Background: an optimization exercise with open tools, aiming at small area and a short achievable clock period. Do not read the settings as production practice.
Function was checked by simulation only, so behaviour that the tests miss may differ from the original.
Power and IR drop assume default switching activity.

Design imem_boot, start of the top module:
module imem_boot #(
  parameter int ADDR_W = imem_pkg::IMEM_ADDR_W,
  parameter int DATA_W = imem_pkg::IMEM_DATA_W,
  parameter int DEPTH  = imem_pkg::IMEM_DEPTH
) (
  input  logic              clk,
  input  logic              rst_n,
  input  logic              ld_valid,
  input  logic [DATA_W-1:0] ld_data,
  input  logic              ld_last,
  output logic              ld_ready,
  input  logic              reload,
  output logic              boot_done,
  output logic [ADDR_W:0]   ld_count,
  input  logic              fetch_en,
  input  logic [ADDR_W-1:0] fetch_addr,
  output logic [DATA_W-1:0] fetch_data,
  output logic              fetch_valid,
  output logic              parity_err
);
  localparam int LO_W = ADDR_W / 2;
  localparam int HI_W = ADDR_W - LO_W;
  logic              r_run;        
  logic              r_ld_ready;   
  logic [ADDR_W:0]   r_cnt;
  logic              r_vld;
  logic [4*DATA_W-1:0] r_rdata_q;    
  logic              w_accept;
  logic [DEPTH-1:0]  w_we;
  logic [DEPTH-1:0]  w_hold;
  logic [(1<<LO_W)-1:0] w_pa;
  ...
Size: ~13000 cells after synthesis, roughly 4200 flip-flops, ~59 I/O pins, roughly 140000 um2 of cells after synthesis.
Settings: LEC_CHECK=0, CAP_MARGIN=20, CORE_MARGIN=2, CORE_UTILIZATION=62, CTS_CLUSTER_DIAMETER=100, CTS_CLUSTER_SIZE=25, SETUP_SLACK_MARGIN=1.8, SLEW_MARGIN=20, SYNTH_HIERARCHICAL=1; clock period 4.5 ns.
run.sh (not shown) runs the stock make flow with config.mk's settings and CLKGATE_MAP_FILE= SYNTH_SCRIPT=/design/flow/synth_recipe.tcl, a recipe that flattens the netlist after the stock synthesis.
Edit:
==> flow/flow/run.sh (new file) <==
#!/bin/bash
# The standard layout, with the port buffers placed as sky130_fd_sc_hd__buf_4 instead of the
# buffer cell that buffer_ports picks by default (a slow delay buffer).
set -euo pipefail
bash standard.sh "BUFFER_PORTS_ARGS=-buffer_cell sky130_fd_sc_hd__buf_4" finish > standard.log 2>&1
==> flow/standard.sh (new file) <==
#!/bin/bash
# synth_recipe.tcl (not shown) runs the flow's synth.tcl, then flattens the netlist and writes it again
# the make line also repeats each setting of config.mk as NAME=value (left out here)
make -C /OpenROAD-flow-scripts/flow DESIGN_CONFIG=/design/flow/config.mk WORK_HOME=/design/flow/orfs CLKGATE_MAP_FILE= SYNTH_SCRIPT=/design/flow/synth_recipe.tcl "${@:-finish}"
- CORE_UTILIZATION: 62 -> 50
- SETUP_SLACK_MARGIN: 1.8 -> 1.9
removed: flow/run.sh
Worst hold slack degrades by 260 ps.
Sequential power barely changes.
Die area grows by 24%.
Total power is higher by about 1.5%.
Maximum frequency is about the same.
Edit:
- CORE_UTILIZATION: 50 -> 60
- SETUP_SLACK_MARGIN: 1.9 -> 1.8
Result: The new run completed without violations; wire length is lower by 5.4%; critical path depth fell by 5; clock-buffer cell count is lower by 4; cell count shrinks by 4.0%; sequential power barely changes; area after synthesis does not change; worst setup slack gains 15 ps.


imem_boot, a different RTL version from the one above (not shown whole).
Size: roughly 13000 cells after synthesis, ~4100 flip-flops, roughly 59 I/O pins, roughly 0.14 mm2 of cells after synthesis.
==> flow/config.mk <==
export PLATFORM = sky130hd
export DESIGN_NAME = imem_boot
export DESIGN_NICKNAME = imem_boot
export VERILOG_FILES = /design/flow/design.v
export SDC_FILE = /design/flow/constraint.sdc
export NUM_CORES = 4
export LEC_CHECK = 0
export CAP_MARGIN = 10
export CORE_MARGIN = 2
export CORE_UTILIZATION = 55
export CTS_CLUSTER_DIAMETER = 100
export CTS_CLUSTER_SIZE = 25
export SETUP_SLACK_MARGIN = 1.7
export SLEW_MARGIN = 10
export SYNTH_HIERARCHICAL = 1
==> flow/constraint.sdc <==
create_clock -name core_clock -period 4.5 [get_ports {clk}]
set_input_delay 0.9000 -clock core_clock [delete_from_list [all_inputs] [get_ports {clk}]]
set_output_delay 0.9000 -clock core_clock [all_outputs]
set_load 0.01 [all_outputs]
standard.sh (not shown) runs the stock make flow with config.mk's settings and CLKGATE_MAP_FILE= SYNTH_SCRIPT=/design/flow/synth_recipe.tcl, a recipe that flattens the netlist after the stock synthesis.
==> flow/flow/run.sh <==
#!/bin/bash
# The standard layout, with the port buffers placed as sky130_fd_sc_hd__buf_4 instead of the
# buffer cell that buffer_ports picks by default (a slow delay buffer).
set -euo pipefail
bash standard.sh "BUFFER_PORTS_ARGS=-buffer_cell sky130_fd_sc_hd__buf_4" finish > standard.log 2>&1
Change:
- CAP_MARGIN: 10 -> 20
- CORE_UTILIZATION: 55 -> 50
- SETUP_SLACK_MARGIN: 1.7 -> 1.8
- SLEW_MARGIN: 10 -> 20
Outcome:
- wire length grows by a few percent
- total power grows slightly
- design area grows slightly
- clock power stays flat
- die area grows by roughly a tenth

## static timing again, ports no longer ideal
No port has a modelled driver above. Below, the same layouts with a new extraction and two added sets of constraints. Step 1 (the two cells are an assumption about what drives the block):
set clk [get_ports {clk}]
set_driving_cell -lib_cell sky130_fd_sc_hd__clkbuf_16 $clk
set_driving_cell -lib_cell sky130_fd_sc_hd__buf_2 [delete_from_list [all_inputs] $clk]
Step 2, shift: input delay + t, output delay - t, t = (earliest + latest rising clock arrival at the registers) / 2. This alone moves slack from input paths to output paths. a / b / c = ideal / step 1 / step 2; a / b = the first two.
run | t (ns) | slack for setup (ns) | slew at the worst register clock pin (ns) | worst slew at a driven data input, ns
the first run of note 1 | 0.997 | 1.614 / 1.665 / 0.694 | 0.10 / 0.10 | 0.06
the second run of note 1 | 1.045 | 1.611 / 1.672 / 0.640 | 0.11 / 0.11 | 0.16
the third run of note 1 | 1.010 | 1.626 / 1.626 / 0.729 | 0.12 / 0.12 | 0.05
the first run of note 2 | 1.011 | 1.562 / 1.516 / 0.505 | 0.11 / 0.11 | 0.18
the second run of note 2 | 1.034 | 1.683 / 1.669 / 0.707 | 0.11 / 0.11 | 0.09
After both steps every run listed still meets setup and hold. For the first run of note 2, which loses most, drivers alone change the setup slack by -0.046 ns; drivers and shift together by -1.057 ns.
